What follows belongs to an exercise in optimizing a design on an open flow for small area; a production flow would make more cautious choices. The RTL was checked by simulation tests, not by an equivalence proof against the original design.

==> garnet <==
## srio_1x_wrapper
module srio_1x_wrapper
#(
    parameter int ONCE_LEN        = 8,          
    parameter int US_DEPTH        = 8,
    parameter int DS_DEPTH        = 8,
    parameter int US_PROG_FULL    = 6,
    parameter int DS_PROG_FULL    = 6,
    parameter int LOOP_RST_CYCLES = 16
)
(
    input  logic                   clk_50m,
    input  logic                   rst_n,
    input  logic                   srio_core_rst,
    input  logic                   fiber_sw_rst,
    input  logic                   loopback_sel,        
    input  logic                   link_up,
    input  srio_pkg::dev_id_t      dest_id,
    input  srio_pkg::dev_id_t      device_id_set,
    output srio_pkg::dev_id_t      device_id,
    output srio_pkg::dev_id_t      source_id,
    output logic                   id_set_done,
    input  logic                   wr_en,               
    input  srio_pkg::word_t        wr_data,
    output logic                   prog_full,
    input  logic                   rd_en,               
    output srio_pkg::word_t        rd_data,
    output logic                   empty,
    output srio_pkg::link_beat_s   link_tx,
    output logic                   link_tx_valid,
    input  logic                   link_tx_ready,
    input  srio_pkg::link_beat_s   link_rx,
    input  logic                   link_rx_valid,
    output logic                   link_rx_ready
);
==> module srio_us_buffer, before the edit <==
module srio_us_buffer
#(
    parameter int US_DEPTH     = 8,
    parameter int US_PROG_FULL = 6
)
(
    input  logic                 clk_50m,
    input  logic                 core_rst,
    input  logic                 wr_en,
    input  srio_pkg::word_t      wr_data,
    output logic                 prog_full,
    output srio_pkg::beat_t      beat_data,
    input  logic                 beat_pop,
    output logic                 word_end,      
    output logic                 two_words      
);
    localparam int CNT_W = $clog2(US_DEPTH + 1);
    localparam int IDX_W = $clog2(BEATS_PER_WORD);
    logic [WORD_W-1:0] mem [0:US_DEPTH-1];
    logic [US_DEPTH-1:0] wr_oh;
    logic [US_DEPTH*BEATS_PER_WORD-1:0] sel_oh;    
    logic [CNT_W-1:0]  word_cnt;                
    logic              push;
    logic              pop_word;
    assign push     = wr_en && (word_cnt != CNT_W'(US_DEPTH));   
    always_comb
    begin
        word_end = 1'b0;
        for (int s = 0; s < US_DEPTH; s++)
            word_end = word_end | sel_oh[s*BEATS_PER_WORD + BEATS_PER_WORD - 1];
    end
    assign pop_word = beat_pop && word_end;
    always_ff @(posedge clk_50m)
    begin
        for (int s = 0; s < US_DEPTH; s++)
            if (push && wr_oh[s])
                mem[s] <= wr_data;
    end
    always_ff @(posedge clk_50m)
    begin
        if (core_rst)
        begin
            wr_oh    <= US_DEPTH'(1);
            sel_oh   <= (US_DEPTH*BEATS_PER_WORD)'(1);
            word_cnt <= '0;
        end
        else
        begin
            if (push)
                wr_oh <= {wr_oh[US_DEPTH-2:0], wr_oh[US_DEPTH-1]};
            if (beat_pop)
                sel_oh <= {sel_oh[US_DEPTH*BEATS_PER_WORD-2:0], sel_oh[US_DEPTH*BEATS_PER_WORD-1]};
            word_cnt <= word_cnt + CNT_W'(push) - CNT_W'(pop_word);
        end
    end
    always_comb
    begin
        beat_data = '0;
        for (int s = 0; s < US_DEPTH; s++)
            for (int b = 0; b < BEATS_PER_WORD; b++)
                beat_data = beat_data
                          | (mem[s][b*BEAT_W +: BEAT_W]
                             & {BEAT_W{sel_oh[s*BEATS_PER_WORD + b]}});
    end
    assign prog_full = (word_cnt >= CNT_W'(US_PROG_FULL));
    assign two_words = (word_cnt >= CNT_W'(2));
endmodule
==> module srio_ds_buffer, before the edit <==
module srio_ds_buffer
#(
    parameter int DS_DEPTH     = 8,
    parameter int DS_PROG_FULL = 6
)
(
    input  logic              clk_50m,
    input  logic              core_rst,
    input  logic              put,
    input  srio_pkg::beat_t   put_data,
    output logic              prog_full,
    input  logic              rd_en,
    output srio_pkg::word_t   rd_data,
    output logic              empty
);
    localparam int SLOTS = DS_PROG_FULL;
    localparam int CNT_W = $clog2(SLOTS + 1);
    localparam int IDX_W = $clog2(BEATS_PER_WORD);
    logic [WORD_W-1:0] mem [0:SLOTS-1];
    logic [SLOTS-1:0]  wr_oh;                    
    logic [SLOTS-1:0]  rd_oh;                    
    logic [IDX_W-1:0]  gather_idx;               
    logic [CNT_W-1:0]  word_cnt;
    logic              push;
    logic              pop;
    assign push = put && (gather_idx == IDX_W'(BEATS_PER_WORD - 1));
    assign pop  = rd_en && !empty;
    always_ff @(posedge clk_50m)
    begin
        for (int s = 0; s < SLOTS; s++)
            for (int b = 0; b < BEATS_PER_WORD; b++)
                if (put && wr_oh[s] && (gather_idx == IDX_W'(b)))
                    mem[s][b*BEAT_W +: BEAT_W] <= put_data;
    end
    always_ff @(posedge clk_50m)
    begin
        if (core_rst)
        begin
            gather_idx <= '0;
            wr_oh      <= SLOTS'(1);
            rd_oh      <= SLOTS'(1);
            word_cnt   <= '0;
        end
        else
        begin
            if (put)
                gather_idx <= gather_idx + 1'b1;
            if (push)
                wr_oh <= {wr_oh[SLOTS-2:0], wr_oh[SLOTS-1]};
            if (pop)
                rd_oh <= {rd_oh[SLOTS-2:0], rd_oh[SLOTS-1]};
            word_cnt <= word_cnt + CNT_W'(push) - CNT_W'(pop);
        end
    end
    always_comb
    begin
        rd_data = '0;
        for (int s = 0; s < SLOTS; s++)
            rd_data = rd_data | (mem[s] & {WORD_W{rd_oh[s]}});
    end
    assign empty     = (word_cnt == '0);
    assign prog_full = (word_cnt >= CNT_W'(DS_PROG_FULL));
endmodule
==> flow/config.mk <==
export PLATFORM = sky130hd
export DESIGN_NAME = srio_1x_wrapper
export DESIGN_NICKNAME = srio_1x_wrapper
export VERILOG_FILES = /design/flow/design.v
export SDC_FILE = /design/flow/constraint.sdc
export NUM_CORES = 4
export LEC_CHECK = 0
export CAP_MARGIN = 20
export CORE_MARGIN = 2
export CORE_UTILIZATION = 60
export CTS_BUF_LIST = sky130_fd_sc_hd__clkbuf_8
export CTS_CLUSTER_DIAMETER = 80
export CTS_CLUSTER_SIZE = 16
export SLEW_MARGIN = 20
==> flow/constraint.sdc <==
create_clock -name core_clock -period 10.0 [get_ports {clk_50m}]
set_input_delay 2.0000 -clock core_clock [delete_from_list [all_inputs] [get_ports {clk_50m}]]
set_output_delay 2.0000 -clock core_clock [all_outputs]
set_load 0.01 [all_outputs]
standard.sh (not shown) runs the stock make flow with config.mk's settings and CLKGATE_MAP_FILE= SYNTH_SCRIPT=/design/flow/synth_recipe.tcl, a recipe that flattens the netlist after the stock synthesis.
==> flow/flow/run.sh <==
#!/bin/bash
export BUFFER_PORTS_ARGS="-buffer_cell sky130_fd_sc_hd__buf_1"
bash standard.sh > standard.log 2>&1
status=$?
cp standard.sh standard_copy.sh.txt 2>/dev/null
exit $status
==> inputs of amber, as changes to garnet <==
--- a/flow/design.v
+++ b/flow/design.v
@@ -147,7 +147,7 @@
 );
     localparam int CNT_W = $clog2(US_DEPTH + 1);
     localparam int IDX_W = $clog2(BEATS_PER_WORD);
-    logic [WORD_W-1:0] mem [0:US_DEPTH-1];
+    logic [US_DEPTH-1:0][WORD_W-1:0] mem;    
     logic [US_DEPTH-1:0] wr_oh;
     logic [US_DEPTH*BEATS_PER_WORD-1:0] sel_oh;    
     logic [CNT_W-1:0]  word_cnt;                
@@ -161,11 +161,14 @@
             word_end = word_end | sel_oh[s*BEATS_PER_WORD + BEATS_PER_WORD - 1];
     end
     assign pop_word = beat_pop && word_end;
+    logic [US_DEPTH-1:0] wr_sel;
+    logic [US_DEPTH-1:0] keep;
+    assign wr_sel = wr_oh & {US_DEPTH{push}};
+    assign keep   = ~(wr_oh & {US_DEPTH{word_cnt != CNT_W'(US_DEPTH)}});
     always_ff @(posedge clk_50m)
     begin
         for (int s = 0; s < US_DEPTH; s++)
-            if (push && wr_oh[s])
-                mem[s] <= wr_data;
+            mem[s] <= (mem[s] & {WORD_W{keep[s]}}) | (wr_data & {WORD_W{wr_sel[s]}});
     end
     always_ff @(posedge clk_50m)
     begin
@@ -216,7 +219,7 @@
     localparam int SLOTS = DS_PROG_FULL;
     localparam int CNT_W = $clog2(SLOTS + 1);
     localparam int IDX_W = $clog2(BEATS_PER_WORD);
-    logic [WORD_W-1:0] mem [0:SLOTS-1];
+    logic [SLOTS-1:0][WORD_W-1:0] mem;       
     logic [SLOTS-1:0]  wr_oh;                    
     logic [SLOTS-1:0]  rd_oh;                    
     logic [IDX_W-1:0]  gather_idx;               
@@ -225,12 +228,19 @@
     logic              pop;
     assign push = put && (gather_idx == IDX_W'(BEATS_PER_WORD - 1));
     assign pop  = rd_en && !empty;
+    logic [BEATS_PER_WORD-1:0] beat_oh;
+    logic                      not_full;
+    assign not_full = (word_cnt != CNT_W'(SLOTS));
+    always_comb
+        for (int b = 0; b < BEATS_PER_WORD; b++)
+            beat_oh[b] = (gather_idx == IDX_W'(b));
     always_ff @(posedge clk_50m)
     begin
         for (int s = 0; s < SLOTS; s++)
             for (int b = 0; b < BEATS_PER_WORD; b++)
-                if (put && wr_oh[s] && (gather_idx == IDX_W'(b)))
-                    mem[s][b*BEAT_W +: BEAT_W] <= put_data;
+                mem[s][b*BEAT_W +: BEAT_W]
+                    <= (mem[s][b*BEAT_W +: BEAT_W] & {BEAT_W{!(wr_oh[s] && beat_oh[b] && not_full)}})
+                     | (put_data & {BEAT_W{put && wr_oh[s] && beat_oh[b]}});
     end
     always_ff @(posedge clk_50m)
     begin
==> flow/flow/run.sh (replaced) <==
#!/bin/bash
export BUFFER_PORTS_ARGS="-buffer_cell sky130_fd_sc_hd__buf_1"
export REMOVE_ABC_BUFFERS=1
bash standard.sh > standard.log 2>&1
- CAP_MARGIN: 20 -> 10
- CORE_UTILIZATION: 60 -> 76
- CTS_CLUSTER_SIZE: 16 -> 18
- SLEW_MARGIN: 20 -> 10
==> impl_metrics.ini <==
[grt]
grt_pass1_vias = 72715

[critical_path]
path_buf_inv = 3

[outcome]
status = no timing/DRC/antenna violations

[clock_tree]
numCtsBuffers = 284

[sta]
fin_crit_ps = 6310
post-route-period-util = 0.631

[cells_and_area]
regArea_mm2 = 0.112

[power_and_ir_drop]
clkPwrFrac = 0.290

[die]
coreArea_mm2 = 0.221
the above is filed under garnet

==> impl_metrics.ini <==
[outcome]
status = no timing/DRC/antenna violations

[power_and_ir_drop]
clkPwrFrac = 0.278

[die]
coreArea_mm2 = 0.174

[grt]
grt_pass1_vias = 117788

[critical_path]
path_buf_inv = 2

[cells_and_area]
regArea_mm2 = 0.0759
the above is filed under amber

[port drivers added, routing unchanged]
The results above use ideal ports. As a check the final layouts listed here were re-extracted and re-timed, cells and wires unchanged.
Step 1 (the two cells are an assumption about what drives the block):
set clk [get_ports {clk_50m}]
set_driving_cell -lib_cell sky130_fd_sc_hd__clkbuf_16 $clk
set_driving_cell -lib_cell sky130_fd_sc_hd__buf_2 [delete_from_list [all_inputs] $clk]
Step 2 adds t to the input delays and takes it off the output delays; t is the mean of the earliest and latest rising clock arrival at the registers after step 1. Input paths then give back, and output paths get back, about the clock's delay inside the block.
Slacks: no drivers / after step 1 / after step 2; pairs: no drivers / after step 1.
run | t (ns) | setup slack, ns | worst hold slack (ns) | worst setup path after step 2 | pins driven straight from the clock port
garnet | 1.183 | 3.692 / 3.590 / 4.773 | 0.437 / 0.437 / 0.437 | register to output | 1
amber | 1.187 | 3.566 / 3.474 / 4.617 | 0.457 / 0.457 / 0.457 | input to register | 1
After both steps setup and hold are still met in every run listed.
